What follows belongs to an exercise in optimizing a design on an open flow for small area and a short achievable clock period; a production flow would make more cautious choices. In this exercise RTL edits were held to simulation tests only and were not proved equivalent to the original. No activity file was given, so power comes from the tool's default toggle rates.

==> design/flow/design.v <==
module leaf_stream_fifo #(
  parameter int WIDTH = 32
) (
  input  logic             clk,
  input  logic             ap_rst_n,
  input  logic             flush,
  input  logic             clr,         
  input  logic [WIDTH-1:0] wr_data,
  input  logic             wr_valid,
  output logic             wr_ready,
  output logic [WIDTH-1:0] rd_data,
  output logic             rd_valid,
  input  logic             rd_ready,
  output logic [4:0]       level,
  output logic             pop,
  output logic             valid_next
);
  logic [4:0]       count;
  logic             vld_q;     
  logic             rdy_q;     
  logic             two_q;     
  logic [WIDTH-1:0] head;
  logic [WIDTH-1:0] store [15];
  logic             push;
  logic             ld_in;
  logic             ld_st;
  logic             st_we;
  logic [4:0]       count_d;
  logic [WIDTH-1:0] st_out;
  logic [WIDTH-1:0] head_d;
  assign wr_ready = rdy_q & ~flush;
  assign rd_valid = vld_q;
  assign rd_data  = head;
  assign level    = count;
  assign push  = wr_valid & rdy_q & ~flush;
  assign pop   = vld_q & rd_ready & ~flush;
  assign ld_in = push & (~vld_q | (~two_q & pop));
  assign ld_st = pop & two_q;
  assign st_we = push & ~ld_in;
  always_comb begin
    st_out = '0;
    for (int k = 0; k < 15; k++) begin
      st_out = st_out | ({WIDTH{count == 5'(k + 2)}} & store[k]);
    end
  end
  assign head_d = two_q ? st_out : wr_data;
  always_comb begin
    count_d = count;
    if (flush)            count_d = '0;
    else if (push & ~pop) count_d = count + 5'd1;
    else if (pop & ~push) count_d = count - 5'd1;
  end
  assign valid_next = (count_d != 5'd0);
  always_ff @(posedge clk) begin
    if (ld_in | ld_st) head <= head_d;
  end
  always_ff @(posedge clk) begin
    if (st_we) store[0] <= wr_data;
  end
  for (genvar k = 1; k < 15; k++) begin : g_row
    always_ff @(posedge clk) begin
      if (st_we) store[k] <= store[k-1];
    end
  end
  always_ff @(posedge clk or negedge ap_rst_n) begin
    if (!ap_rst_n) begin
      count <= '0;
      vld_q <= 1'b0;
      rdy_q <= 1'b0;
    end else begin
      count <= count_d;
      vld_q <= (count_d != 5'd0);
      rdy_q <= (count_d != 5'd16);
    end
  end
  always_ff @(posedge clk) begin
    if (clr) begin
      two_q <= 1'b0;
    end else begin
      two_q <= (count_d > 5'd1);
    end
  end
endmodule
module leaf_stream_bridge #(
  parameter int NUM_IN_PORTS  = 2,
  parameter int NUM_OUT_PORTS = 2,
  parameter int PAYLOAD_BITS  = 32,
  parameter int FIFO_DEPTH    = 16,
  parameter int CNT_BITS      = $clog2(FIFO_DEPTH) + 1
) (
  input  logic                              clk,
  input  logic                              ap_rst_n,
  input  logic                              flush,
  input  logic [15:0]                       frame_len,
  input  logic [NUM_IN_PORTS*PAYLOAD_BITS-1:0]  dout_leaf_interface2user,
  input  logic [NUM_IN_PORTS-1:0]               vld_interface2user,
  output logic [NUM_IN_PORTS-1:0]               ack_user2interface,
  output logic [NUM_OUT_PORTS*PAYLOAD_BITS-1:0] din_leaf_user2interface,
  output logic [NUM_OUT_PORTS-1:0]              vld_user2interface,
  input  logic [NUM_OUT_PORTS-1:0]              ack_interface2user,
  output logic [NUM_IN_PORTS*PAYLOAD_BITS-1:0]  Input_TDATA,
  output logic [NUM_IN_PORTS-1:0]               Input_TVALID,
  output logic [NUM_IN_PORTS-1:0]               Input_TLAST,
  input  logic [NUM_IN_PORTS-1:0]               Input_TREADY,
  input  logic [NUM_OUT_PORTS*PAYLOAD_BITS-1:0] Output_TDATA,
  input  logic [NUM_OUT_PORTS-1:0]              Output_TVALID,
  output logic [NUM_OUT_PORTS-1:0]              Output_TREADY,
  output logic [NUM_IN_PORTS*CNT_BITS-1:0]  in_level,
  output logic [NUM_OUT_PORTS*CNT_BITS-1:0] out_level
);
  logic rst_done;
  logic clr;
  always_ff @(posedge clk or negedge ap_rst_n) begin
    if (!ap_rst_n) begin
      rst_done <= 1'b0;
    end else begin
      rst_done <= 1'b1;
    end
  end
  assign clr = flush | ~rst_done;
  for (genvar i = 0; i < NUM_IN_PORTS; i++) begin : g_in
    logic        pop;
    logic        valid_next;
    logic        tlast;
    logic [15:0] wnext;
    logic [15:0] wnext_d;
    logic        wnz_d;
    logic        en_d;
    logic [15:1] cmp_n;
    logic        cmp0_hi;
    logic        cmp0_lo;
    logic        match0;
    leaf_stream_fifo #(
      .WIDTH (PAYLOAD_BITS)
    ) u_fifo (
      .clk        (clk),
      .ap_rst_n   (ap_rst_n),
      .flush      (flush),
      .clr        (clr),
      .wr_data    (dout_leaf_interface2user[i*PAYLOAD_BITS +: PAYLOAD_BITS]),
      .wr_valid   (vld_interface2user[i]),
      .wr_ready   (ack_user2interface[i]),
      .rd_data    (Input_TDATA[i*PAYLOAD_BITS +: PAYLOAD_BITS]),
      .rd_valid   (Input_TVALID[i]),
      .rd_ready   (Input_TREADY[i]),
      .level      (in_level[i*CNT_BITS +: CNT_BITS]),
      .pop        (pop),
      .valid_next (valid_next)
    );
    assign match0 = frame_len[0] ? cmp0_hi : cmp0_lo;
    assign tlast  = match0 & ((frame_len[15:1] ^ cmp_n) == 15'h7fff);
    assign Input_TLAST[i] = tlast;
    always_comb begin
      wnext_d = wnext;
      if (clr)      wnext_d = 16'd1;
      else if (pop) wnext_d = tlast ? 16'd1 : wnext + 16'd1;
    end
    assign wnz_d = clr | (pop ? (tlast | ~(&wnext)) : (|wnext));
    assign en_d  = valid_next & wnz_d;
    always_ff @(posedge clk) begin
      wnext <= wnext_d;
      cmp_n <= ~wnext_d[15:1];
    end
    always_ff @(posedge clk or negedge ap_rst_n) begin
      if (!ap_rst_n) begin
        cmp0_hi <= 1'b0;
        cmp0_lo <= 1'b0;
      end else begin
        cmp0_hi <= en_d & wnext_d[0];
        cmp0_lo <= en_d & ~wnext_d[0];
      end
    end
  end
  for (genvar j = 0; j < NUM_OUT_PORTS; j++) begin : g_out
    logic pop;
    logic valid_next;
    leaf_stream_fifo #(
      .WIDTH (PAYLOAD_BITS)
    ) u_fifo (
      .clk        (clk),
      .ap_rst_n   (ap_rst_n),
      .flush      (flush),
      .clr        (clr),
      .wr_data    (Output_TDATA[j*PAYLOAD_BITS +: PAYLOAD_BITS]),
      .wr_valid   (Output_TVALID[j]),
      .wr_ready   (Output_TREADY[j]),
      .rd_data    (din_leaf_user2interface[j*PAYLOAD_BITS +: PAYLOAD_BITS]),
      .rd_valid   (vld_user2interface[j]),
      .rd_ready   (ack_interface2user[j]),
      .level      (out_level[j*CNT_BITS +: CNT_BITS]),
      .pop        (pop),
      .valid_next (valid_next)
    );
  end
endmodule
==> design/flow/flow/run.sh <==
#!/bin/bash
set -euo pipefail
cd "$(dirname "$0")/.."
export IO_CONSTRAINTS="$PWD/flow/io.tcl"
export BUFFER_PORTS_ARGS="-buffer_cell sky130_fd_sc_hd__buf_1"
bash standard.sh > standard_flow.log 2>&1
==> design/flow/flow/io.tcl <==
set_io_pin_constraint -group -order -pin_names {frame_len[0] frame_len[1] frame_len[2] frame_len[3] frame_len[4] frame_len[5] frame_len[6] frame_len[7] Input_TLAST[0] Input_TLAST[1] ack_user2interface[0] flush ack_user2interface[1] Output_TREADY[0] Output_TREADY[1] frame_len[8] frame_len[9] frame_len[10] frame_len[11] frame_len[12] frame_len[13] frame_len[14] frame_len[15]}
==> design/flow/standard.sh <==
#!/bin/bash
# synth_recipe.tcl (not shown) runs the flow's synth.tcl, then flattens the netlist and writes it again
# the make line also repeats each setting of config.mk as NAME=value (left out here)
make -C /OpenROAD-flow-scripts/flow DESIGN_CONFIG=/design/flow/config.mk WORK_HOME=/design/flow/orfs CLKGATE_MAP_FILE= SYNTH_SCRIPT=/design/flow/synth_recipe.tcl "${@:-finish}"
==> design/flow/config.mk <==
export PLATFORM = sky130hd
export DESIGN_NAME = leaf_stream_bridge
export DESIGN_NICKNAME = leaf_stream_bridge
export VERILOG_FILES = /design/flow/design.v
export SDC_FILE = /design/flow/constraint.sdc
export NUM_CORES = 4
export LEC_CHECK = 0
export CAP_MARGIN = 10
export CORE_MARGIN = 2
export CORE_UTILIZATION = 69
export CTS_CLUSTER_DIAMETER = 70
export CTS_CLUSTER_SIZE = 25
export SETUP_SLACK_MARGIN = 1.75
export SLEW_MARGIN = 10
==> design/flow/constraint.sdc <==
create_clock -name core_clock -period 4.5 [get_ports {clk}]
set_input_delay 0.9000 -clock core_clock [delete_from_list [all_inputs] [get_ports {clk}]]
set_output_delay 0.9000 -clock core_clock [all_outputs]
set_load 0.01 [all_outputs]
==> flow_metrics.py, run 1 <==
metrics = {
    "status": {
        "outcome": "finished clean",
    },
    "sta": {
        "fin_setup_tns_ns": 0,
        "hold_viol_final": 0,
        "period_needed_ns": 2.90,
        "fmax_mhz": 345,
        "rsz0062_at_grt": "true",
        "fin_ws_ns": 1.60,
        "skew_ns": 0.0228,
        "setup_viol": 0,
        "post-route-period-util_pct": 64.4,
        "tightest_slew_ns": 1.11,
        "relSlewSlack_pct": 25.7,
        "slew_violations": 0,
    },
    "synth": {
        "yosysSeqAreaShare_pct": 80.4,
        "synthArstFlopShare_pct": 1.54,
        "syn_area_per_cell_um2": 17.4,
        "ys_seq_elements": 2147,
        "synthDistinctLibCells": 83,
        "yosysWarningCount": 3,
        "syn_nets": 4730,
        "synth-edff-count": 2048,
        "mappedNetlistArea_mm2": 0.0792,
        "ys.flop_type": "edfxtp_1",
        "syn_inst": 4547,
    },
    "power_and_ir_drop": {
        "p_leak_nw": 26.8,
        "peakVddDrop_mv": 0.527,
        "combinationalPowerShare_pct": 12.1,
        "p_seq_share_pct": 60.1,
        "clock_power_share_pct": 27.8,
        "switching_share_pct": 26.2,
        "p_sw_mw": 10.9,
        "internal_power_mw": 30.7,
        "p_per_area_mw_per_mm2": 478,
    },
    "global_routing": {
        "grt_overflow": 0,
        "grt_max_degree": 142,
        "grt_usage_pct": 32.4,
        "grt_pass1_vias": 43900,
        "grt_first_pass_wirelength_um": 281000,
        "antenna_found_initial": 17,
    },
    "floorplanning": {
        "die_h_um": 343,
        "coreArea_mm2": 0.114,
        "die_width_um": 343,
        "io_pins": 313,
        "start_util_pct": 69.5,
        "fp-row-count": 124,
        "die_area_mm2": 0.118,
    },
    "detailed_routing": {
        "drc_errors": 0,
        "drt-total-wl_um": 193000,
        "routedWlPerCell_um": 29.7,
        "dr.pass1.iters": 7,
        "drtAntennaViolNets": 0,
        "viasPerCell": 7.02,
        "drt-initial-drc-count": 6766,
        "vias": 45500,
    },
    "clock_network": {
        "path_clk_slew_ns": 0.10,
        "clk_latency_ns": 0.74,
        "htreeDepth": 3,
        "clockBufferDepth": 3,
        "cts-hold-fix-buffers": 0,
        "clkSinkCount": 2147,
        "cts_tree": "done",
        "cts_root_buffer": "clkbuf_16",
        "numCtsBuffers": 111,
    },
    "critical_path": {
        "critPathLaunchType": "flip-flop",
        "end_kind": "primary output",
        "arrival_ns": 2.00,
        "rrSetupSlack_ns": 1.76,
        "reg2reg_from": "g_in[0].cmp_n[11]$_DFF_P_",
        "cp-endpoint": "Input_TLAST[1]",
        "criticalPathCategory": "reg2out",
        "reg2reg_to": "g_in[0].wnext[1]$_DFF_P_",
        "reg2reg_depth": 15,
        "required_ns": 3.60,
        "cp-startpoint": "g_in[1].cmp_n[2]$_DFF_P_",
        "cp_max_fo": 2,
    },
    "final_layout": {
        "fin_util_pct": 76.3,
        "drive_gt1_share_pct": 10.1,
        "n_fill_cell": 6596,
        "area_growth_pct": 9.83,
        "final_common_cell": "edfxtp_1",
        "nNetsFinal": 5070,
        "layout_common_cells": "edfxtp_1, nand2_1, a22oi_1, buf_1, a221oi_1",
    },
    "place": {
        "hpwlAfterDp_um": 114000,
        "portBuffers": 312,
        "pre_cts_ws_ns": 1.06,
        "gp_congestion": 0.894,
    },
    "min_path": {
        "hp-class": "in2async",
    },
    "job": {
        "maxCapViolCount": 0,
    },
}
[stage by stage]
stage,instance area [µm²],instances,power (mW),hold slack (ns)
finish,87000,6487,41.6,0.318
global route,87000,6484,42.8,0.317
CTS,86700,6475,41.6,0.306
detailed placement,82800,6253,30.2,0.432
global placement,82800,6253,30.0,0.423
floorplan,79300,4547,28.6,0.420
[registers in the layout, indices dropped and copies added (netlist names)]
name / flops
g_in.cmp0_hi: 2
g_in.cmp0_lo: 2
g_in.cmp_n: 30
g_in.u_fifo.count: 10
g_in.u_fifo.head: 64
g_in.u_fifo.rdy_q: 2
g_in.u_fifo.store: 960
g_in.u_fifo.two_q: 2
g_in.u_fifo.vld_q: 2
g_in.wnext: 32
g_out.u_fifo.count: 10
g_out.u_fifo.head: 64
g_out.u_fifo.rdy_q: 2
g_out.u_fifo.store: 960
g_out.u_fifo.two_q: 2
g_out.u_fifo.vld_q: 2
rst_done: 1
[power by group through the flow]
stage               registers (mW)  logic [mW]  clock network (mW)
floorplan                     25.6        2.96                   0
global placement              25.4        4.69                   0
detailed placement            25.4        4.77                   0
CTS                           25.0        4.91                11.7
global route                  25.1        5.36                12.3
finish                        25.0        5.03                11.6
[layout make-up]
class                   count  area [µm²]  share of cell area, %
diodes                      7        17.5                 0.0201
clock buffers             132        2930                   3.37
clock inverters            62         676                  0.777
inverters                  37         145                  0.167
multi-input cells        2108       14700                   16.9
flip-flops and latches   2147       63700                   73.2
well taps                1512        1890                   2.17
repair buffers            482        2890                   3.33
[layer usage]
metal | global-route usage (%) | vias to the layer above | share of wire, %
met5 | 0 | - | 0.036
met1 | 48.8 | 22900 | 39
met2 | 48.7 | 3094 | 46
met3 | 7.00 | 375 | 12
li1 | - | 19200 | -
met4 | 9.76 | 12 | 3.0
[synth_stat cells (66+ instances only)]
cell type,instances,share of area [%]
a222oi_1,84,1.1
nand3_1,121,0.76
clkbuf_1,156,0.74
a22oi_1,316,3.0
nand4_1,69,0.55
nand2_1,344,1.6
edfxtp_1,2048,78
nor2_1,159,0.75
a21oi_1,90,0.57
a22o_1,120,1.3
dfxtp_1,66,1.7
buf_2,70,0.44
a221oi_1,166,1.8
mux2i_1,76,0.96
[worst min-delay path by stage]
stage,from,to,slack [ns]
after floorplan,g_in[0].u_fifo.store[5][22]$_DFFE_PP_,g_in[0].u_fifo.store[6][22]$_DFFE_PP_,0.42
after global placement,g_out[1].u_fifo.store[12][9]$_DFFE_PP_,g_out[1].u_fifo.store[13][9]$_DFFE_PP_,0.42
after detailed placement,g_out[1].u_fifo.store[7][31]$_DFFE_PP_,g_out[1].u_fifo.store[8][31]$_DFFE_PP_,0.43
after CTS,ap_rst_n,g_out[1].u_fifo.count[4]$_DFF_PN0_,0.31
after global routing,Output_TDATA[48],g_out[1].u_fifo.store[0][16]$_DFFE_PP_,0.32
final,ap_rst_n,g_out[1].u_fifo.count[4]$_DFF_PN0_,0.32
[repair_timing]
action                     4_1_cts  5_1_grt
gates resized for setup         47       60
pin swaps                        8        5
buffers inserted                27        3
setup endpoints to repair      136      458
gates cloned                     1        2
[logic make-up after synthesis]
kind of cell	after synthesis	synth area share, %
AOI/OAI and AO/OA	1019	10.2
xor gates and xnor gates	67	0.758
adders and majority gates	29	0.455
buffers and inverters	293	1.63
DFF	2147	80.4
muxes	81	1.03
other	1	0.00474
and+or+nand+nor	910	5.54
[worst max-delay path: stages, from the launching register on]
cell     delay (ns)
dfxtp_4        0.40
xor2_1         0.20
nand4_1        0.17
nor4_4         0.32
buf_2          0.17
==> run 2, diff against run 1 <==
--- a/design/flow/config.mk
+++ b/design/flow/config.mk
@@ -7,8 +7,9 @@
 export LEC_CHECK = 0
 export CAP_MARGIN = 10
 export CORE_MARGIN = 2
-export CORE_UTILIZATION = 69
+export CORE_UTILIZATION = 66
 export CTS_CLUSTER_DIAMETER = 70
 export CTS_CLUSTER_SIZE = 25
+export PLACE_DENSITY = 0.84
 export SETUP_SLACK_MARGIN = 1.75
 export SLEW_MARGIN = 10
==> run 2 against run 1 <==
  * Combinational power about the same
  * Critical path type unchanged
  * Clock power about the same
  * Total power up 0.84%
  * Fmax up 1.6%
  * Register-to-register slack about the same
  * Cell count up 1.6%
  * Via count up 0.55%
  * Clock skew up 0.019 ns
  * Non-clock buffer count up 4
  * Sequential cell count unchanged
  * Area after synthesis unchanged
==> flow_metrics.py, run 2 <==
metrics = {
    "sta": {
        "tightest_slew_ns": 1.03,
        "skew_ns": 0.0418,
        "slew_violations": 0,
        "hold_viol_final": 0,
        "fin_setup_tns_ns": 0,
        "relSlewSlack_pct": 31.3,
        "setup_viol": 0,
        "post-route-period-util_pct": 63.4,
        "fmax_mhz": 350,
        "rsz0062_at_grt": "true",
        "period_needed_ns": 2.86,
    },
    "critical_path": {
        "critPathLaunchType": "flip-flop",
        "arrival_ns": 1.96,
        "end_kind": "primary output",
        "cp_cell_sequence": "mux2i_1 -> nor4_2 -> nand2_1 -> nor3_2 -> buf_2",
        "cpPeakStageDelay_ns": 0.39,
        "required_ns": 3.60,
        "criticalPathCategory": "reg2out",
        "reg2reg_depth": 7,
        "cpMaxStageDelayCell": "dfrtp_1",
        "cp_max_fo": 2,
    },
    "floorplanning": {
        "io_pins": 313,
        "die_area_mm2": 0.123,
        "start_util_pct": 66.3,
        "die_h_um": 350,
        "die_width_um": 350,
        "coreArea_mm2": 0.119,
        "fp-row-count": 127,
    },
    "synth": {
        "synthXorXnorAreaFrac_pct": 0.758,
        "yosysTopAreaCell": "edfxtp_1",
        "synthArstFlopShare_pct": 1.54,
        "syn_inst": 4547,
        "yosysSeqAreaShare_pct": 80.4,
        "yosys.area.top_type_share_pct": 77.7,
        "syn_area_per_cell_um2": 17.4,
        "synth-edff-count": 2048,
        "synth_top_family_by_area": "compound AO/OA/AOI/OAI gates",
        "synthAdderAreaFrac_pct": 0.455,
        "synthDistinctLibCells": 83,
        "synth.most_common_cell": "edfxtp_1",
        "yosysWarningCount": 3,
        "syn_nets": 4730,
        "synth_commonest_cells": "edfxtp_1, nand2_1, a22oi_1",
        "ys.flop_type": "edfxtp_1",
        "mappedNetlistArea_mm2": 0.0792,
        "synth_area_leaders": "edfxtp_1, a22oi_1, a221oi_1",
        "ys_seq_elements": 2147,
        "synth_simple_gate_area_share_pct": 5.54,
        "yosys-mux-area-fraction_pct": 1.03,
        "synth_compound_area_share_pct": 10.2,
    },
    "min_path": {
        "hp-class": "in2async",
    },
    "job": {
        "maxCapViolCount": 0,
    },
    "final_layout": {
        "top_regs": "g_in.u_fifo.store x960, g_out.u_fifo.store x960",
        "final_common_cell": "edfxtp_1",
        "area_growth_pct": 10.2,
        "drive_gt1_share_pct": 10.1,
        "layout_common_cells": "edfxtp_1, nand2_1, a22oi_1, buf_1, a221oi_1",
        "nNetsFinal": 5077,
        "n_fill_cell": 6769,
        "instances_no_fill": 6589,
    },
    "clock_network": {
        "numCtsBuffers": 113,
        "clk_latency_ns": 0.77,
        "htreeDepth": 3,
        "cts-hold-fix-buffers": 0,
        "clockBufferDepth": 3,
        "path_clk_slew_ns": 0.10,
        "clkSinkCount": 2147,
        "cts_tree": "done",
        "cts_root_buffer": "clkbuf_16",
    },
    "power_and_ir_drop": {
        "p_per_area_mw_per_mm2": 480,
        "peakVddDrop_mv": 0.494,
        "p_leak_nw": 26.9,
    },
    "status": {
        "outcome": "finished clean",
    },
    "detailed_routing": {
        "viasPerCell": 6.95,
        "drtAntennaViolNets": 0,
        "dr.pass1.iters": 9,
        "vias": 45800,
        "drt-initial-drc-count": 7476,
        "routedWlPerCell_um": 28.9,
        "drc_errors": 0,
        "drt-total-wl_um": 190000,
    },
    "place": {
        "hpwlAfterDp_um": 112000,
        "portBuffers": 312,
        "placed_cells": 6354,
        "gp_congestion": 0.877,
    },
    "global_routing": {
        "grt_usage_pct": 30.2,
        "grt_first_pass_wirelength_um": 277000,
        "antenna_found_initial": 19,
        "grt_max_degree": 115,
        "grt_pass1_vias": 44900,
        "grt_overflow": 0,
    },
}
run 2: cell counts after synthesis:
No cell type changed its count.
run 2: final timing paths:
path                                                  startpoint                                     to  slack, ns
setup / recovery                       g_in[0].cmp0_hi$_DFF_PN0_                         Input_TLAST[0]       1.64
hold / removal                                          ap_rst_n     g_out[1].u_fifo.count[0]$_DFF_PN0_       0.29
setup reg to reg              g_out[0].u_fifo.count[0]$_DFF_PN0_     g_out[0].u_fifo.head[15]$_DFFE_PP_       1.75
hold reg to reg            g_in[1].u_fifo.store[7][23]$_DFFE_PP_  g_in[1].u_fifo.store[8][23]$_DFFE_PP_       0.44
max in group asynchronous                               ap_rst_n      g_in[1].u_fifo.count[3]$_DFF_PN0_       3.44
min in group core_clock             dout_leaf_interface2user[48]  g_in[1].u_fifo.store[0][16]$_DFFE_PP_       0.34
run 2: cell families after synthesis:
family | count (synthesis)
AO/OA/AOI/OAI | 1019
XOR/XNOR | 67
adder cells (fa/ha/maj) | 29
buffers and inverters | 293
flip-flops | 2147
multiplexers | 81
other | 1
AND/OR/NAND/NOR | 910
run 2: area by class of cell:
cell class / instances / area [µm²] / share of cell area (%)
tap: 1612 / 2020 / 2.31
clock buffer: 127 / 2970 / 3.40
antenna: 11 / 27.5 / 0.0315
multi-input combinational: 2109 / 14700 / 16.9
sequential: 2147 / 63700 / 73.0
clock inverter: 60 / 822 / 0.942
timing repair buffer: 486 / 2900 / 3.32
inverter: 37 / 145 / 0.166
run 2: worst max-delay path: cells and delay by family (launching register included):
kind | cells | cell delay, ns
mux | 1 | 0.10
simple gates | 3 | 0.55
flops | 1 | 0.39
buf+inv | 1 | 0.16
run 2: layer usage:
| metal | GRT usage [%] | up-vias | share of wire (%) | wire length [µm] |
|---|---|---|---|---|
| met2 | 46.1 | 3564 | 46 | 87900 |
| li1 | - | 19200 | - | - |
| met5 | 0 | - | 0.055 | 105 |
| met1 | 42.8 | 22500 | 36 | 68700 |
| met4 | 12.1 | 16 | 4.1 | 7860 |
| met3 | 7.19 | 519 | 14 | 25800 |
run 2: power by group:
part | leakage [nW] | total [mW] | internal (mW) | switching (mW)
Sequential | 19.6 | 25.0 | 24.0 | 1.04
Clock | 1.83 | 11.9 | 5.42 | 6.47
Combinational | 5.53 | 5.02 | 1.60 | 3.42
Total | 26.9 | 41.9 | 31.0 | 10.9
run 2: repair_timing:
item	CTS	global route
endpoints found under the setup margin	139	108
cloned	0	3
setup buffers	16	18
pin swaps	9	5
gates resized for setup	45	56
run 2: through the flow:
stage          utilization (%)  area [µm²]  hold WS, ns  setup WS, ns  total power, mW
2_1_floorplan                -       79300        0.420        -12.36             28.6
3_3_place_gp              69.4       82900        0.427          1.04             29.9
3_5_place_dp              69.4       82900        0.430         0.952             30.1
4_1_cts                   72.8       86900        0.284          1.55             41.8
5_1_grt                   73.1       87300        0.309          1.57             43.1
6_report                  73.1       87300        0.289          1.64             41.9
==> run 3, diff against run 2 <==
--- a/design/flow/design.v
+++ b/design/flow/design.v
@@ -38,12 +38,12 @@
   assign ld_st = pop & two_q;
   assign st_we = push & ~ld_in;
   always_comb begin
-    st_out = '0;
+    st_out = {WIDTH{~two_q}} & wr_data;
     for (int k = 0; k < 15; k++) begin
       st_out = st_out | ({WIDTH{count == 5'(k + 2)}} & store[k]);
     end
   end
-  assign head_d = two_q ? st_out : wr_data;
+  assign head_d = st_out;
   always_comb begin
     count_d = count;
     if (flush)            count_d = '0;
--- a/design/flow/config.mk
+++ b/design/flow/config.mk
@@ -10,6 +10,5 @@
 export CORE_UTILIZATION = 66
 export CTS_CLUSTER_DIAMETER = 70
 export CTS_CLUSTER_SIZE = 25
-export PLACE_DENSITY = 0.84
 export SETUP_SLACK_MARGIN = 1.75
 export SLEW_MARGIN = 10
==> run 3 against run 2 <==
  * Worst hold slack gained 0.046 ns
  * Highest routed layer unchanged
  * Count of clock-buffer cells in the layout grew 7
  * Sequential cell count is the same
  * Still clean on timing, DRC and antenna
  * Critical path depth grew 11
==> flow_metrics.py, run 3 <==
metrics = {
    "min_path": {
        "hp-class": "in2async",
    },
    "global_routing": {
        "antenna_found_initial": 22,
        "grt_overflow": 0,
        "grt_first_pass_wirelength_um": 275000,
        "grt_pass1_vias": 42200,
        "grt_usage_pct": 30.8,
        "grt_max_degree": 219,
    },
    "clock_network": {
        "cts_root_buffer": "clkbuf_16",
        "clk_latency_ns": 0.74,
        "clkSinkCount": 2147,
        "cts_tree": "done",
        "htreeDepth": 3,
        "clockBufferDepth": 3,
        "numCtsBuffers": 114,
        "cts-hold-fix-buffers": 0,
        "path_clk_slew_ns": 0.09,
    },
    "critical_path": {
        "rrSetupSlack_ns": 1.64,
        "reg2reg_from": "g_in[1].cmp_n[10]$_DFF_P_",
        "arrival_ns": 3.50,
        "required_ns": 5.15,
        "cp-startpoint": "g_in[1].cmp_n[10]$_DFF_P_",
        "critPathLaunchType": "flip-flop",
        "end_kind": "flip-flop",
        "cp_max_fo": 5,
        "criticalPathCategory": "reg2reg",
    },
    "final_layout": {
        "instances_no_fill": 6278,
        "layout_common_cells": "edfxtp_1, a22oi_1, buf_1, nand2_1, a222oi_1",
        "top_regs": "g_in.u_fifo.store x960, g_out.u_fifo.store x960",
        "area_growth_pct": 10.4,
        "final_common_cell": "edfxtp_1",
        "nNetsFinal": 4830,
        "drive_gt1_share_pct": 11.2,
    },
    "synth": {
        "synthDistinctLibCells": 79,
        "mappedNetlistArea_mm2": 0.0784,
        "syn_nets": 4481,
        "ys_seq_elements": 2147,
        "syn_inst": 4298,
        "synth-edff-count": 2048,
        "synth.most_common_cell": "edfxtp_1",
        "synth_area_leaders": "edfxtp_1, a22oi_1, a222oi_1",
        "yosysSeqAreaShare_pct": 81.2,
        "yosysTopAreaCell": "edfxtp_1",
        "syn_area_per_cell_um2": 18.2,
        "ys.flop_type": "edfxtp_1",
        "yosysWarningCount": 3,
        "synthArstFlopShare_pct": 1.54,
        "synth_commonest_cells": "edfxtp_1, a22oi_1, nand2_1",
        "yosys.area.top_type_share_pct": 78.4,
    },
    "detailed_routing": {
        "drtAntennaViolNets": 0,
        "vias": 43600,
        "drc_errors": 0,
        "viasPerCell": 6.94,
        "drt-total-wl_um": 190000,
        "routedWlPerCell_um": 30.3,
        "dr.pass1.iters": 10,
        "drt-initial-drc-count": 7229,
    },
    "power_and_ir_drop": {
        "peakVddDrop_mv": 0.531,
        "finalPower_mw": 41.5,
        "p_leak_nw": 26.6,
        "p_per_area_mw_per_mm2": 479,
    },
    "floorplanning": {
        "io_pins": 313,
        "die_width_um": 349,
        "die_area_mm2": 0.122,
        "die_h_um": 349,
        "coreArea_mm2": 0.118,
        "fp-row-count": 126,
        "start_util_pct": 66.5,
    },
    "sta": {
        "slew_violations": 0,
        "skew_ns": 0.0224,
        "hold_viol_final": 0,
        "timing.hold.ws_ns": 0.335,
        "tightest_slew_ns": 1.16,
        "rsz0062_at_grt": "true",
        "post-route-period-util_pct": 63.5,
        "setup_viol": 0,
        "relSlewSlack_pct": 22.8,
        "fin_setup_tns_ns": 0,
        "fmax_mhz": 350,
        "period_needed_ns": 2.86,
    },
    "job": {
        "maxCapViolCount": 0,
    },
    "status": {
        "outcome": "finished clean",
    },
    "place": {
        "hpwlAfterDp_um": 109000,
        "portBuffers": 312,
        "gp_congestion": 0.842,
        "placed_cells": 6027,
    },
}
==> run 3: cell count changes after synthesis, sizes merged, moves of 39 or more <==
cell / before / now
a21oi: 91 / 39
nand2: 344 / 219
o22a: 53 / 0
nor2: 160 / 68
a222oi: 84 / 197
a221oi: 167 / 128
==> run 3: routing by layer <==
| metal | global-route usage (%) | vias up | share of wire, % |
|---|---|---|---|
| met2 | 46.0 | 2619 | 46 |
| met4 | 8.81 | 12 | 2.9 |
| li1 | - | 18600 | - |
| met5 | 0 | - | 0.033 |
| met1 | 46.4 | 22100 | 39 |
| met3 | 6.78 | 317 | 12 |
==> run 3: critical path, stage by stage (launching register included) <==
cell,delay (ns)
dfxtp_1,0.34
xnor2_1,0.13
nor4_1,0.32
nand4_1,0.20
buf_4,0.18
buf_4,0.12
buf_4,0.12
buf_4,0.12
buf_4,0.12
buf_4,0.12
buf_4,0.12
buf_4,0.12
buf_4,0.15
o21ai_4,0.22
buf_6,0.18
nor3_1,0.09
nor3_1,0.13
==> run 3: final cells by class <==
class | instances | area (µm²)
Sequential cell | 2147 | 63700
Fill cell | 7162 | 31400
Multi-Input combinational cell | 1851 | 14100
Clock buffer | 134 | 2970
Timing Repair Buffer | 472 | 2840
Tap cell | 1536 | 1920
Clock inverter | 67 | 777
Inverter | 61 | 235
Antenna cell | 10 | 25.0
==> run 3: logic make-up after synthesis <==
kind of cell    share of synthesized area (%)
flops                                    81.2
buf+inv                                  1.62
xor+xnor                                0.749
compound gates                           9.94
fa+ha+maj                               0.447
mux                                     0.926
simple gates                             5.13
other cells                           0.00478
==> run 3: timing repair <==
action	4_1_cts	5_1_grt
setup buffers	24	11
gates resized for setup	48	61
gates cloned	2	3
pin swaps	8	9
endpoints found under the setup margin	133	420
==> run 3: stage by stage <==
stage | area, µm² | utilization, % | setup WS (ns)
3_5_place_dp | 82000 | 69.5 | 1.26
6_report | 86600 | 73.4 | 1.64
4_1_cts | 86200 | 73.1 | 1.58
2_1_floorplan | 78500 | - | -13.09
5_1_grt | 86500 | 73.4 | 1.54
3_3_place_gp | 82000 | 69.5 | 1.30
==> run 3: path summary, 6_finish.rpt <==
check,endpoint,cells after the start
min,g_out[0].u_fifo.rdy_q$_DFF_PN0_,1
max,g_in[1].cmp0_lo$_DFF_PN0_,16
max reg2reg,g_in[1].cmp0_lo$_DFF_PN0_,16
max in group asynchronous,g_in[0].u_fifo.count[2]$_DFF_PN0_,1
min in group core_clock,g_out[1].u_fifo.store[0][30]$_DFFE_PP_,1
min reg2reg,g_out[1].u_fifo.store[4][8]$_DFFE_PP_,0
==> run 3: power breakdown <==
group          switching (mW)  leakage [nW]  internal [mW]
clock                    6.56          1.82           5.30
sequential              0.919          19.5           23.7
combinational            3.32          5.24           1.64
total                    10.8          26.6           30.6
==> run 4, diff against run 3 <==
--- a/design/flow/config.mk
+++ b/design/flow/config.mk
@@ -10,5 +10,6 @@
 export CORE_UTILIZATION = 66
 export CTS_CLUSTER_DIAMETER = 70
 export CTS_CLUSTER_SIZE = 25
+export PLACE_DENSITY = 0.76
 export SETUP_SLACK_MARGIN = 1.75
 export SLEW_MARGIN = 10
==> run 4 against run 3 <==
  * Cell count hardly changed
  * Clock skew up 0.016 ns
  * Fmax grew 0.86%
  * Clock power is essentially flat
  * Setup slack gained 0.024 ns
  * Largest power group unchanged
  * Still clean on timing, DRC and antenna
  * Highest routed layer unchanged
==> flow_metrics.py, run 4 <==
metrics = {
    "status": {
        "outcome": "finished clean",
    },
    "sta": {
        "fin_setup_tns_ns": 0,
        "fmax_mhz": 353,
        "period_needed_ns": 2.83,
        "fin_ws_ns": 1.67,
        "skew_ns": 0.0385,
        "tightest_slew_ns": 1.02,
        "relSlewSlack_pct": 32.3,
        "setup_viol": 0,
        "post-route-period-util_pct": 62.9,
        "slew_violations": 0,
        "rsz0062_at_grt": "true",
        "hold_viol_final": 0,
    },
    "detailed_routing": {
        "top_layer": "met5",
        "drt-initial-drc-count": 7260,
        "routed-wl-met3_um": 22400,
        "drt-total-wl_um": 187000,
        "route.met2.wl_um": 86800,
        "vias": 44200,
        "dr.pass1.iters": 7,
        "drc_errors": 0,
        "routedWlPerCell_um": 29.8,
        "drtAntennaViolNets": 0,
        "viasPerCell": 7.04,
        "drt-met1-wl_um": 71800,
    },
    "synth": {
        "synth_area_leaders": "edfxtp_1, a22oi_1, a222oi_1",
        "syn_area_per_cell_um2": 18.2,
        "yosysWarningCount": 3,
        "syn_inst": 4298,
        "synthDistinctLibCells": 79,
        "ys.flop_type": "edfxtp_1",
        "synth_commonest_cells": "edfxtp_1, a22oi_1, nand2_1",
        "yosysSeqAreaShare_pct": 81.2,
        "synthArstFlopShare_pct": 1.54,
        "synth.most_common_cell": "edfxtp_1",
        "yosys.area.top_type_share_pct": 78.4,
        "syn_nets": 4481,
        "mappedNetlistArea_mm2": 0.0784,
        "ys_seq_elements": 2147,
        "yosysTopAreaCell": "edfxtp_1",
        "synth-edff-count": 2048,
    },
    "clock_network": {
        "clk_latency_ns": 0.76,
        "cts_root_buffer": "clkbuf_16",
        "path_clk_slew_ns": 0.09,
        "htreeDepth": 3,
        "clockBufferDepth": 3,
        "numCtsBuffers": 112,
        "clkSinkCount": 2147,
        "cts-hold-fix-buffers": 0,
        "cts_tree": "done",
    },
    "critical_path": {
        "arrival_ns": 1.93,
        "reg2reg_to": "g_in[0].u_fifo.head[29]$_DFFE_PP_",
        "end_kind": "primary output",
        "rrSetupSlack_ns": 1.78,
        "required_ns": 3.60,
        "reg2reg_depth": 8,
        "critPathLaunchType": "flip-flop",
        "cp-startpoint": "g_in[0].cmp_n[8]$_DFF_P_",
        "cp_max_fo": 2,
        "cp-endpoint": "Input_TLAST[0]",
        "criticalPathCategory": "reg2out",
        "reg2reg_from": "g_in[0].u_fifo.count[3]$_DFF_PN0_",
    },
    "job": {
        "maxCapViolCount": 0,
    },
    "final_layout": {
        "multi_input_area_mm2": 0.0140,
        "area_growth_pct": 10.2,
        "final_area_mm2": 0.0864,
        "top_regs": "g_in.u_fifo.store x960, g_out.u_fifo.store x960",
        "nNetsFinal": 4841,
        "n_fill_cell": 6913,
        "final_common_cell": "edfxtp_1",
        "layout_common_cells": "edfxtp_1, a22oi_1, buf_1, nand2_1, a222oi_1",
        "instances_no_fill": 6277,
        "drive_gt1_share_pct": 11.1,
        "seq_area_mm2": 0.0637,
    },
    "global_routing": {
        "grt_overflow": 0,
        "grt_max_degree": 145,
        "grt_pass1_vias": 43300,
        "grt_first_pass_wirelength_um": 273000,
        "antenna_found_initial": 19,
        "grt_usage_pct": 30.3,
    },
    "place": {
        "gp_congestion": 0.854,
        "hpwlAfterDp_um": 110000,
        "postPlaceCellArea_mm2": 0.0821,
        "portBuffers": 312,
        "pre_cts_ws_ns": 1.17,
        "placed_cells": 6049,
    },
    "power_and_ir_drop": {
        "p_per_area_mw_per_mm2": 478,
        "p_leak_nw": 26.6,
        "peakVddDrop_mv": 0.400,
    },
    "floorplanning": {
        "die_h_um": 349,
        "die_width_um": 349,
        "die_area_mm2": 0.122,
        "coreArea_mm2": 0.118,
        "fp-row-count": 126,
        "start_util_pct": 66.5,
        "io_pins": 313,
    },
    "min_path": {
        "hp-class": "in2async",
    },
}
[run 4: cell counts after synthesis]
Identical to the previous run, type by type.
[run 4: kinds of logic after synthesis]
logic type	Yosys count	synth area share, %
compound gates	942	9.94
xor+xnor	67	0.749
fa+ha+maj	28	0.447
buf+inv	301	1.62
flops	2147	81.2
mux	69	0.926
other cells	1	0.00478
simple gates	743	5.13
[run 4: metrics by stage]
step	hold slack [ns]	util, %	power, mW
final	0.304	73.3	41.3
after CTS	0.277	73.0	41.3
after detailed placement	0.430	69.6	29.7
after floorplan	0.420	-	28.3
after global routing	0.303	73.3	42.6
after global placement	0.423	69.6	29.6
[run 4: what timing repair did]
item	4_1_cts	5_1_grt
buffers inserted	12	16
gates cloned	2	1
pin swaps	7	9
gates resized for setup	47	46
setup endpoints to repair	141	92
[run 4: power by group]
group          internal, mW  switching [mW]
registers              23.7           0.881
clock network          5.30            6.50
logic                  1.61            3.34
total                  30.6            10.7
[run 4: worst min path at each step]
stage | cells after the start | slack, ns | to
final | 1 | 0.30 | g_in[0].u_fifo.count[3]$_DFF_PN0_
after global routing | 1 | 0.30 | g_in[1].u_fifo.store[0][27]$_DFFE_PP_
after CTS | 1 | 0.28 | g_in[1].u_fifo.count[2]$_DFF_PN0_
after detailed placement | 0 | 0.43 | g_in[0].u_fifo.store[1][15]$_DFFE_PP_
after global placement | 0 | 0.42 | g_in[1].u_fifo.store[13][0]$_DFFE_PP_
after floorplan | 0 | 0.42 | g_in[0].u_fifo.store[5][0]$_DFFE_PP_
[run 4: metal layers]
layer  track usage, %  vias up
li1                 -    18600
met1             44.2    22200
met2             46.5     3015
met3             6.68      392
met4             9.72       14
met5                0        -
[run 4: layout make-up]
| type | count | share of cell area (%) |
|---|---|---|
| clock buffer | 127 | 3.40 |
| antenna | 9 | 0.0261 |
| timing repair buffer | 483 | 3.23 |
| inverter | 61 | 0.266 |
| clock inverter | 61 | 0.908 |
| sequential | 2147 | 73.7 |
| tap | 1536 | 2.22 |
| multi-input combinational | 1853 | 16.2 |
[run 4: worst max-delay path: stages (launching register included)]
cell and delay (ns):
dfxtp_2 0.35, xnor2_1 0.13, nor4_2 0.32, nand4_1 0.17, inv_1 0.09, buf_2 0.13
==> run 5, diff against run 4 <==
--- a/design/flow/config.mk
+++ b/design/flow/config.mk
@@ -10,6 +10,6 @@
 export CORE_UTILIZATION = 66
 export CTS_CLUSTER_DIAMETER = 70
 export CTS_CLUSTER_SIZE = 25
-export PLACE_DENSITY = 0.76
+export PLACE_DENSITY = 0.84
 export SETUP_SLACK_MARGIN = 1.75
 export SLEW_MARGIN = 10
==> run 5 against run 4 <==
  * Cell count fell by 0.25%
  * Critical path type unchanged
  * Via count rose by 1.9%
  * Still clean on timing, DRC and antenna
  * Highest routed layer unchanged
  * Clock power fell by 5%
  * Register-to-register slack barely moved
==> flow_metrics.py, run 5 <==
metrics = {
    "final_layout": {
        "top_regs": "g_in.u_fifo.store x960, g_out.u_fifo.store x960",
        "multi_input_area_mm2": 0.0140,
        "final_common_cell": "edfxtp_1",
        "layout_common_cells": "edfxtp_1, a22oi_1, buf_1, nand2_1, a222oi_1",
        "nNetsFinal": 4836,
        "area_growth_pct": 9.85,
        "seq_area_mm2": 0.0637,
        "n_fill_cell": 6420,
        "fin_util_pct": 73.0,
        "drive_gt1_share_pct": 10.4,
    },
    "detailed_routing": {
        "drc_errors": 0,
        "drt-total-wl_um": 190000,
        "routedWlPerCell_um": 30.4,
        "drt-initial-drc-count": 7959,
        "dr.pass1.iters": 10,
        "vias": 45000,
        "drtAntennaViolNets": 0,
        "viasPerCell": 7.19,
    },
    "floorplanning": {
        "die_h_um": 349,
        "io_pins": 313,
        "start_util_pct": 66.5,
        "die_width_um": 349,
        "die_area_mm2": 0.122,
        "fp-row-count": 126,
        "coreArea_mm2": 0.118,
    },
    "power_and_ir_drop": {
        "p_leak_nw": 26.5,
        "p_per_area_mw_per_mm2": 473,
        "peakVddDrop_mv": 0.396,
    },
    "clock_network": {
        "numCtsBuffers": 107,
        "clockBufferDepth": 3,
        "path_clk_slew_ns": 0.10,
        "clk_latency_ns": 0.75,
        "htreeDepth": 3,
        "clkSinkCount": 2147,
        "cts_tree": "done",
        "cts_root_buffer": "clkbuf_16",
    },
    "global_routing": {
        "antenna_found_initial": 22,
        "grt_overflow": 0,
        "grt_max_degree": 212,
        "grt_usage_pct": 30.6,
        "grt_pass1_vias": 44300,
        "grt_first_pass_wirelength_um": 277000,
    },
    "place": {
        "hpwlAfterDp_um": 112000,
        "portBuffers": 312,
        "gp_congestion": 0.886,
    },
    "critical_path": {
        "reg2reg_depth": 6,
        "reg2reg_to": "g_out[0].u_fifo.head[12]$_DFFE_PP_",
        "required_ns": 3.60,
        "rrSetupSlack_ns": 1.77,
        "end_kind": "primary output",
        "reg2reg_from": "g_out[0].u_fifo.count[3]$_DFF_PN0_",
        "cp-startpoint": "g_in[0].cmp_n[1]$_DFF_P_",
        "path_delay_family": "simple AND/OR/NAND/NOR gates",
        "criticalPathCategory": "reg2out",
        "critPathLaunchType": "flip-flop",
        "cpPeakStageDelay_ns": 0.35,
        "cp_cell_sequence": "xnor2_1 -> nor4_2 -> nand4_1 -> inv_1 -> buf_2",
        "cpMaxStageDelayCell": "dfxtp_2",
        "path_buf_inv": 2,
        "arrival_ns": 1.89,
        "cp_max_fo": 2,
    },
    "sta": {
        "fin_setup_tns_ns": 0,
        "hold_viol_final": 0,
        "period_needed_ns": 2.79,
        "post-route-period-util_pct": 62.1,
        "rsz0062_at_grt": "true",
        "fmax_mhz": 358,
        "setup_viol": 0,
        "slew_violations": 0,
        "relSlewSlack_pct": 25.4,
        "tightest_slew_ns": 1.12,
        "skew_ns": 0.0405,
    },
    "synth": {
        "yosysTopAreaCell": "edfxtp_1",
        "synth-edff-count": 2048,
        "mappedNetlistArea_mm2": 0.0784,
        "syn_nets": 4481,
        "synth.most_common_cell": "edfxtp_1",
        "ys.flop_type": "edfxtp_1",
        "synth_commonest_cells": "edfxtp_1, a22oi_1, nand2_1",
        "yosys.area.top_type_share_pct": 78.4,
        "syn_inst": 4298,
        "yosysWarningCount": 3,
        "syn_area_per_cell_um2": 18.2,
        "ys_seq_elements": 2147,
        "synthDistinctLibCells": 79,
        "synthArstFlopShare_pct": 1.54,
        "yosysSeqAreaShare_pct": 81.2,
        "synth_area_leaders": "edfxtp_1, a22oi_1, a222oi_1",
    },
    "min_path": {
        "hp-class": "in2async",
    },
    "status": {
        "outcome": "finished clean",
    },
    "job": {
        "maxCapViolCount": 0,
    },
}
[run 5: changes by cell type in the layout (fill, tap and decap cells not counted), sizes merged, moves of 3 or more]
cell    before  now
clkinv      28   21
inv         83   78
bufinv       7    3
buf        481  484
clkbuf     129  132
[run 5: area by class of cell]
class / count / share of cell area [%]
Multi-Input combinational cell: 1851 / 16.2
Clock buffer: 131 / 3.38
Sequential cell: 2147 / 74.0
Antenna cell: 7 / 0.0203
Timing Repair Buffer: 485 / 3.32
Tap cell: 1536 / 2.23
Inverter: 61 / 0.267
Clock inverter: 43 / 0.593
[run 5: stage by stage]
| step | power (mW) | hold WS [ns] | worst slack, ns | std cells | instance area [µm²] |
|---|---|---|---|---|---|
| floorplan | 28.3 | 0.420 | -13.09 | 4298 | 78500 |
| global placement | 29.5 | 0.425 | 1.41 | 6039 | 82000 |
| detailed placement | 29.7 | 0.430 | 1.34 | 6039 | 82000 |
| CTS | 40.7 | 0.312 | 1.63 | 6249 | 86000 |
| global route | 41.8 | 0.337 | 1.58 | 6258 | 86100 |
| finish | 40.8 | 0.316 | 1.71 | 6261 | 86100 |
[run 5: kinds of logic after synthesis]
family	share of synthesized area (%)
flip-flops	81.2
AO/OA/AOI/OAI	9.94
AND/OR/NAND/NOR	5.13
buffers and inverters	1.62
multiplexers	0.926
XOR/XNOR	0.749
adder cells (fa/ha/maj)	0.447
other	0.00478
[run 5: worst register-to-register path: cells and delay by family, from the launching register on]
family                 cells  cell delay [ns]
AND/OR/NAND/NOR            4             1.51
flip-flops                 1             0.67
buffers and inverters      1             0.30
AO/OA/AOI/OAI              1             0.12
[run 5: how the worst max path moves through the flow]
stage	end	slack, ns	depth (start not counted)
2_1_floorplan	g_in[0].u_fifo.store[0][0]$_DFFE_PP_	-13.09	4
3_3_place_gp	g_in[1].cmp0_lo$_DFF_PN0_	1.41	7
3_5_place_dp	g_in[1].cmp_n[14]$_DFF_P_	1.34	7
4_1_cts	Input_TLAST[0]	1.63	5
5_1_grt	Input_TLAST[0]	1.58	5
6_report	Input_TLAST[0]	1.71	5
[run 5: report_power, final]
group,total [mW],internal [mW],switching (mW)
sequential,24.6,23.7,0.915
clock,11.2,4.93,6.28
combinational,4.94,1.58,3.36
total,40.8,30.2,10.6
[run 5: per-layer routing]
metal	track usage [%]	part of all wire, %
met5	0	0.063
met2	48.1	47
met1	43.0	36
met4	11.7	4.0
met3	6.25	13
[run 5: timing repair]
| item | 4_1_cts | 5_1_grt |
|---|---|---|
| pin swaps | 17 | 5 |
| resized for setup | 51 | 30 |
| endpoints found under the setup margin | 137 | 71 |
| cloned | 1 | 0 |
| buffers inserted | 35 | 5 |
| hold buffers | 0 | 0 |
==> run 6, diff against run 5 <==
--- a/design/flow/config.mk
+++ b/design/flow/config.mk
@@ -11,5 +11,5 @@
 export CTS_CLUSTER_DIAMETER = 70
 export CTS_CLUSTER_SIZE = 25
 export PLACE_DENSITY = 0.84
-export SETUP_SLACK_MARGIN = 1.75
+export SETUP_SLACK_MARGIN = 1.85
 export SLEW_MARGIN = 10
==> run 6 against run 5 <==
  * Still clean on timing, DRC and antenna
  * Largest cell class unchanged
  * Wire length grew 0.66%
  * Combinational power grew 2%
  * Via count is the same
  * Sequential cell count is the same
  * Core utilization grew 0.21 points
==> flow_metrics.py, run 6 <==
metrics = {
    "power_and_ir_drop": {
        "peakVddDrop_mv": 0.394,
        "p_leak_nw": 26.6,
        "internal_power_mw": 30.3,
        "clock_power_share_pct": 27.4,
        "p_per_area_mw_per_mm2": 473,
        "switching_share_pct": 25.9,
        "p_seq_share_pct": 60.3,
        "p_sw_mw": 10.6,
        "combinationalPowerShare_pct": 12.3,
    },
    "clock_network": {
        "clockBufferDepth": 3,
        "clk_latency_ns": 0.75,
        "htreeDepth": 3,
        "cts_tree": "done",
        "path_clk_slew_ns": 0.10,
        "numCtsBuffers": 107,
        "cts_root_buffer": "clkbuf_16",
        "clkSinkCount": 2147,
    },
    "critical_path": {
        "cp_cell_sequence": "xnor2_2 -> nor4_2 -> nand4_1 -> inv_1 -> buf_6",
        "reg2reg_from": "g_out[1].u_fifo.count[2]$_DFF_PN0_",
        "critPathLaunchType": "flip-flop",
        "cpMaxStageDelayCell": "dfxtp_4",
        "reg2reg_to": "g_out[1].u_fifo.head[14]$_DFFE_PP_",
        "path_delay_family": "simple AND/OR/NAND/NOR gates",
        "cp-endpoint": "Input_TLAST[1]",
        "reg2reg_depth": 7,
        "cp_max_fo": 2,
        "criticalPathCategory": "reg2out",
        "crit_cells": 5,
        "arrival_ns": 1.89,
        "cp-startpoint": "g_in[1].cmp_n[11]$_DFF_P_",
        "cpPeakStageDelay_ns": 0.38,
        "rrSetupSlack_ns": 1.85,
        "end_kind": "primary output",
        "path_buf_inv": 2,
        "required_ns": 3.60,
    },
    "synth": {
        "synth.most_common_cell": "edfxtp_1",
        "ys.flop_type": "edfxtp_1",
        "mappedNetlistArea_mm2": 0.0784,
        "syn_nets": 4481,
        "synth-edff-count": 2048,
        "yosys.area.top_type_share_pct": 78.4,
        "yosysSeqAreaShare_pct": 81.2,
        "yosysTopAreaCell": "edfxtp_1",
        "synthArstFlopShare_pct": 1.54,
        "syn_inst": 4298,
        "synth_area_leaders": "edfxtp_1, a22oi_1, a222oi_1",
        "synth_commonest_cells": "edfxtp_1, a22oi_1, nand2_1",
        "yosysWarningCount": 3,
        "synthDistinctLibCells": 79,
        "ys_seq_elements": 2147,
        "syn_area_per_cell_um2": 18.2,
    },
    "detailed_routing": {
        "vias": 45000,
        "drt-total-wl_um": 191000,
        "routedWlPerCell_um": 30.5,
        "drc_errors": 0,
        "dr.pass1.iters": 10,
        "viasPerCell": 7.18,
        "drtAntennaViolNets": 0,
        "drt-initial-drc-count": 7958,
    },
    "global_routing": {
        "antenna_found_initial": 25,
        "grt_pass1_vias": 44300,
        "grt_first_pass_wirelength_um": 277000,
        "grt_max_degree": 212,
        "grt_usage_pct": 30.6,
        "grt_overflow": 0,
    },
    "place": {
        "gp_congestion": 0.886,
        "hpwlAfterDp_um": 112000,
        "postPlaceCellArea_mm2": 0.0820,
        "portBuffers": 312,
    },
    "final_layout": {
        "nNetsFinal": 4847,
        "final_area_mm2": 0.0864,
        "area_growth_pct": 10.2,
        "top_regs": "g_in.u_fifo.store x960, g_out.u_fifo.store x960",
        "layout_common_cells": "edfxtp_1, a22oi_1, buf_1, nand2_1, a222oi_1",
        "drive_gt1_share_pct": 10.9,
        "final_common_cell": "edfxtp_1",
    },
    "status": {
        "outcome": "finished clean",
    },
    "min_path": {
        "hp-class": "in2async",
    },
    "sta": {
        "post-route-period-util_pct": 61.9,
        "hold_viol_final": 0,
        "slew_violations": 0,
        "rsz0062_at_grt": "true",
        "tightest_slew_ns": 1.10,
        "fin_setup_tns_ns": 0,
        "skew_ns": 0.0457,
        "period_needed_ns": 2.79,
        "fmax_mhz": 359,
        "setup_viol": 0,
        "timing.hold.ws_ns": 0.316,
        "relSlewSlack_pct": 26.6,
    },
    "floorplanning": {
        "coreArea_mm2": 0.118,
        "die_h_um": 349,
        "start_util_pct": 66.5,
        "die_area_mm2": 0.122,
        "fp-row-count": 126,
        "die_width_um": 349,
        "io_pins": 313,
    },
    "job": {
        "maxCapViolCount": 0,
    },
}
run 6: timing repair:
item	4_1_cts	5_1_grt
hold endpoints to repair	0	0
setup endpoints to repair	145	372
buffers inserted	40	11
pin swaps	18	12
resized for setup	66	47
cloned	1	0
hold buffers	0	0
run 6: power by group through the flow:
stage / Sequential, mW / Combinational (mW) / Clock, mW
CTS: 24.6 / 4.85 / 11.3
finish: 24.6 / 5.02 / 11.2
floorplan: 25.4 / 2.88 / 0
detailed placement: 25.0 / 4.72 / 0
global placement: 24.9 / 4.58 / 0
global route: 24.7 / 5.33 / 11.8
run 6: area by class of cell:
| type | instances | area, µm² |
|---|---|---|
| Tap cell | 1536 | 1920 |
| Clock inverter | 43 | 510 |
| Timing Repair Buffer | 496 | 3040 |
| Multi-Input combinational cell | 1851 | 14000 |
| Inverter | 61 | 234 |
| Fill cell | 6403 | 31600 |
| Clock buffer | 131 | 2910 |
| Antenna cell | 7 | 17.5 |
| Sequential cell | 2147 | 63700 |
run 6: worst register-to-register path, delay by kind of cell, from the launching register on:
family,cells,cell delay [ns]
AOI/OAI and AO/OA,2,0.82
buffers and inverters,1,0.23
DFF,1,0.61
and+or+nand+nor,4,0.75
run 6: cells by family (layout without fill, tap and decap cells):
family	after synthesis	after routing	share of synthesized area (%)
AOI/OAI and AO/OA	942	942	9.94
muxes	69	69	0.926
DFF	2147	2147	81.2
other	1	8	0.00478
adders and majority gates	28	28	0.447
and+or+nand+nor	743	744	5.13
xor gates and xnor gates	67	67	0.749
buffers and inverters	301	731	1.62
run 6: per-stage QoR:
step / setup WS [ns] / cells / util [%] / power [mW]
2_1_floorplan: -13.09 / 4298 / - / 28.3
3_3_place_gp: 1.41 / 6039 / 69.5 / 29.5
3_5_place_dp: 1.34 / 6039 / 69.5 / 29.7
4_1_cts: 1.63 / 6254 / 73.0 / 40.7
5_1_grt: 1.58 / 6269 / 73.2 / 41.9
6_report: 1.71 / 6272 / 73.2 / 40.8
run 6: worst min path at each step:
| stage | start | slack (ns) | end | cells after the start |
|---|---|---|---|---|
| floorplan | g_in[0].u_fifo.store[4][0]$_DFFE_PP_ | 0.42 | g_in[0].u_fifo.store[5][0]$_DFFE_PP_ | 0 |
| detailed placement | g_in[0].u_fifo.store[4][20]$_DFFE_PP_ | 0.43 | g_in[0].u_fifo.store[5][20]$_DFFE_PP_ | 0 |
| finish | ap_rst_n | 0.32 | g_in[0].u_fifo.count[2]$_DFF_PN0_ | 1 |
| global route | dout_leaf_interface2user[46] | 0.34 | g_in[1].u_fifo.store[0][14]$_DFFE_PP_ | 1 |
| CTS | ap_rst_n | 0.31 | g_in[0].u_fifo.count[2]$_DFF_PN0_ | 1 |
| global placement | g_in[0].u_fifo.store[4][14]$_DFFE_PP_ | 0.42 | g_in[0].u_fifo.store[5][14]$_DFFE_PP_ | 0 |
run 6: routing by layer:
metal  routed length (µm)  up-vias  track usage, %
li1                     -    18500               -
met1                68600    22300            43.0
met2                90400     3687            48.2
met3                25000      523            6.37
met4                 7210       24            11.6
met5                  151        -               0
==> run 7, diff against run 6 <==
--- a/design/flow/design.v
+++ b/design/flow/design.v
@@ -38,12 +38,12 @@
   assign ld_st = pop & two_q;
   assign st_we = push & ~ld_in;
   always_comb begin
-    st_out = {WIDTH{~two_q}} & wr_data;
+    st_out = '0;
     for (int k = 0; k < 15; k++) begin
       st_out = st_out | ({WIDTH{count == 5'(k + 2)}} & store[k]);
     end
   end
-  assign head_d = st_out;
+  assign head_d = two_q ? st_out : wr_data;
   always_comb begin
     count_d = count;
     if (flush)            count_d = '0;
==> design/flow/config.mk (replaced) <==
export PLATFORM = sky130hd
export DESIGN_NAME = leaf_stream_bridge
export DESIGN_NICKNAME = leaf_stream_bridge
export VERILOG_FILES = /design/flow/design.v
export SDC_FILE = /design/flow/constraint.sdc
export NUM_CORES = 4
export LEC_CHECK = 0
export CAP_MARGIN = 5
export CORE_MARGIN = 2
export CORE_UTILIZATION = 66
export CTS_CLUSTER_DIAMETER = 60
export CTS_CLUSTER_SIZE = 28
export SETUP_SLACK_MARGIN = 1.6
export SLEW_MARGIN = 5
==> run 7 against run 6 <==
  * Critical path depth unchanged
  * First-iteration DRC count down 20%
  * Register-to-register slack worse by 0.21 ns
  * Sequential share of layout area down 1.4 points
  * Cell count up 5.8%
  * Count of clock-buffer cells in the layout up 24
  * Setup slack worse by 0.17 ns
  * Combinational power down 3%
  * Critical path type unchanged
  * Highest routed layer unchanged
==> flow_metrics.py, run 7 <==
metrics = {
    "place": {
        "hpwlAfterDp_um": 114000,
        "gp_congestion": 0.892,
        "portBuffers": 312,
        "postPlaceCellArea_mm2": 0.0830,
    },
    "synth": {
        "synthDistinctLibCells": 83,
        "synthArstFlopShare_pct": 1.54,
        "ys_seq_elements": 2147,
        "syn_area_per_cell_um2": 17.4,
        "yosysWarningCount": 3,
        "synth_commonest_cells": "edfxtp_1, nand2_1, a22oi_1",
        "yosysTopAreaCell": "edfxtp_1",
        "yosysSeqAreaShare_pct": 80.4,
        "synth.most_common_cell": "edfxtp_1",
        "syn_inst": 4547,
        "ys.flop_type": "edfxtp_1",
        "syn_nets": 4730,
        "mappedNetlistArea_mm2": 0.0792,
        "yosys.area.top_type_share_pct": 77.7,
        "synth-edff-count": 2048,
        "synth_area_leaders": "edfxtp_1, a22oi_1, a221oi_1",
    },
    "final_layout": {
        "drive_gt1_share_pct": 10.7,
        "top_regs": "g_in.u_fifo.store x960, g_out.u_fifo.store x960",
        "layout_common_cells": "edfxtp_1, nand2_1, a22oi_1, buf_1, a221oi_1",
        "n_fill_cell": 7323,
        "final_area_mm2": 0.0880,
        "nNetsFinal": 5098,
        "area_growth_pct": 11.2,
        "final_common_cell": "edfxtp_1",
    },
    "sta": {
        "slew_violations": 0,
        "post-route-period-util_pct": 65.8,
        "period_needed_ns": 2.96,
        "fmax_mhz": 338,
        "tightest_slew_ns": 1.39,
        "relSlewSlack_pct": 7.36,
        "skew_ns": 0.0410,
        "rsz0062_at_grt": "true",
        "setup_viol": 0,
        "fin_setup_tns_ns": 0,
        "hold_viol_final": 0,
    },
    "detailed_routing": {
        "viasPerCell": 6.81,
        "drc_errors": 0,
        "routedWlPerCell_um": 29.0,
        "drtAntennaViolNets": 0,
        "dr.pass1.iters": 7,
        "drt-total-wl_um": 192000,
        "drt-initial-drc-count": 6394,
        "vias": 45200,
    },
    "critical_path": {
        "cp_max_fo": 2,
        "cpMaxStageDelayCell": "nor4_2",
        "end_kind": "primary output",
        "critPathLaunchType": "flip-flop",
        "criticalPathCategory": "reg2out",
        "arrival_ns": 2.06,
        "cpPeakStageDelay_ns": 0.36,
        "required_ns": 3.60,
        "rrSetupSlack_ns": 1.64,
        "cp_cell_sequence": "xnor2_1 -> nor4_2 -> nand2_1 -> nor3_2 -> buf_2",
    },
    "power_and_ir_drop": {
        "clock_power_share_pct": 31.5,
        "p_leak_nw": 27.3,
        "p_seq_share_pct": 57.3,
        "peakVddDrop_mv": 0.490,
        "switching_share_pct": 25.8,
        "combinationalPowerShare_pct": 11.2,
        "p_sw_mw": 11.3,
        "p_per_area_mw_per_mm2": 496,
        "internal_power_mw": 32.4,
    },
    "global_routing": {
        "grt_overflow": 0,
        "grt_first_pass_wirelength_um": 280000,
        "grt_max_degree": 180,
        "grt_pass1_vias": 43500,
        "grt_usage_pct": 31.1,
        "antenna_found_initial": 14,
    },
    "floorplanning": {
        "start_util_pct": 66.3,
        "die_width_um": 350,
        "fp-row-count": 127,
        "coreArea_mm2": 0.119,
        "io_pins": 313,
        "die_area_mm2": 0.123,
        "die_h_um": 350,
    },
    "clock_network": {
        "clk_latency_ns": 0.80,
        "clkSinkCount": 2147,
        "cts_root_buffer": "clkbuf_16",
        "cts-hold-fix-buffers": 0,
        "clockBufferDepth": 3,
        "numCtsBuffers": 143,
        "path_clk_slew_ns": 0.08,
        "htreeDepth": 4,
        "cts_tree": "done",
    },
    "status": {
        "outcome": "finished clean",
    },
    "min_path": {
        "hp-class": "in2async",
    },
    "job": {
        "maxCapViolCount": 0,
    },
}
run 7: cell count changes after synthesis, moves of 23 or more:
cell	before	now
a31oi_1	3	40
a21oi_1	39	90
mux2i_1	41	76
mux2_2	28	5
nand2_1	219	344
a221oi_1	128	166
nor2_1	67	159
xnor2_1	50	24
xor2_1	17	42
a222oi_1	197	84
o22a_1	0	53
and4_1	37	5
inv_1	60	33
run 7: per-stage QoR:
step / instances / setup slack (ns) / utilization, % / hold slack (ns) / total power, mW
global route: 6634 / 1.42 / 73.7 / 0.293 / 45.0
CTS: 6627 / 1.49 / 73.6 / 0.249 / 43.7
detailed placement: 6365 / 1.21 / 69.5 / 0.431 / 30.2
floorplan: 4547 / -12.36 / - / 0.420 / 28.6
finish: 6635 / 1.54 / 73.7 / 0.283 / 43.6
global placement: 6365 / 1.24 / 69.5 / 0.427 / 30.1
run 7: cell families (layout without fill, tap and decap cells):
family          count (synthesis)  count (layout)  share of synthesized area, %
compound gates               1019            1019                          10.2
simple gates                  910             910                          5.54
flops                        2147            2147                          80.4
buf+inv                       293             764                          1.63
other cells                     1               6                       0.00474
fa+ha+maj                      29              29                         0.455
xor+xnor                       67              67                         0.758
mux                            81              81                          1.03
run 7: area by class of cell:
| class | instances | area, µm² | area share, % |
|---|---|---|---|
| multi-input combinational | 2107 | 14600 | 16.6 |
| inverter | 37 | 145 | 0.165 |
| antenna | 5 | 12.5 | 0.0142 |
| tap | 1612 | 2020 | 2.29 |
| clock buffer | 155 | 3630 | 4.13 |
| sequential | 2147 | 63700 | 72.3 |
| clock inverter | 93 | 1110 | 1.27 |
| timing repair buffer | 479 | 2790 | 3.17 |
run 7: final timing paths:
check                                                       start                                      to  depth (start not counted)
max in group asynchronous                                ap_rst_n      g_out[1].u_fifo.count[3]$_DFF_PN0_                          1
min in group core_clock                           Output_TDATA[7]   g_out[0].u_fifo.store[0][7]$_DFFE_PP_                          1
min                                                      ap_rst_n               g_in[0].cmp0_hi$_DFF_PN0_                          1
min reg2reg                g_out[1].u_fifo.store[1][16]$_DFFE_PP_  g_out[1].u_fifo.store[2][16]$_DFFE_PP_                          0
max reg2reg                              g_in[0].cmp_n[9]$_DFF_P_                g_in[0].wnext[4]$_DFF_P_                         14
max                                      g_in[0].cmp_n[9]$_DFF_P_                          Input_TLAST[0]                          5
run 7: timing repair:
action	4_1_cts	5_1_grt
endpoints found under the setup margin	62	106
endpoints found under the hold margin	0	0
gates resized for setup	16	41
setup buffers	14	3
pin swaps	6	6
run 7: power by group through the flow:
| stage | Sequential, mW | Combinational, mW | Clock [mW] |
|---|---|---|---|
| global placement | 25.4 | 4.72 | 0 |
| detailed placement | 25.4 | 4.77 | 0 |
| global route | 25.2 | 5.22 | 14.6 |
| floorplan | 25.6 | 2.96 | 0 |
| finish | 25.0 | 4.87 | 13.8 |
| CTS | 25.0 | 4.80 | 14.0 |
run 7: critical path: cells and delay by family (launching register included):
| family | cells | cell delay, ns |
|---|---|---|
| and+or+nand+nor | 3 | 0.66 |
| buffers and inverters | 1 | 0.16 |
| xor gates and xnor gates | 1 | 0.14 |
| DFF | 1 | 0.32 |
run 7: per-layer routing:
layer	wire, µm	part of all wire [%]	vias to the layer above	track usage, %
met1	78500	41	22800	46.8
met5	87	0.045	-	0
met2	86600	45	2746	45.9
met3	21300	11	353	6.94
li1	-	-	19200	-
met4	5780	3.0	14	10.1

re-timing with driven ports:
How much do the figures lean on ideal ports? The routed layouts below were timed once more, with nothing changed but the port constraints.
Step 1, drivers: a clkbuf_16 drives clk and a buf_2 each remaining input, both assumed.
Step 2, shift: input delay + t, output delay - t, t = (earliest + latest rising clock arrival at the registers) / 2. This alone moves slack from input paths to output paths.
a / b / c = no drivers / after step 1 / after step 2; a / b = the first two.
run	shift t [ns]	setup slack, ns	worst setup path after step 2	worst register clock-pin slew, ns
run 1	0.805	1.600 / 1.525 / 0.972	input to register	0.10 / 0.10
run 2	0.822	1.645 / 1.564 / 1.150	input to register	0.10 / 0.10
run 3	0.804	1.644 / 1.572 / 0.951	input to register	0.10 / 0.10
run 4	0.819	1.669 / 1.593 / 1.184	input to register	0.10 / 0.10
run 5	0.795	1.707 / 1.639 / 1.239	input to register	0.10 / 0.10
run 6	0.791	1.713 / 1.645 / 1.304	input to register	0.10 / 0.10
run 7	0.851	1.539 / 1.471 / 0.914	input to register	0.10 / 0.10
After both steps setup and hold are still met in every run listed. The setup slack of run 3, which loses most, moves by -0.072 ns with the drivers and by -0.693 ns with both steps.
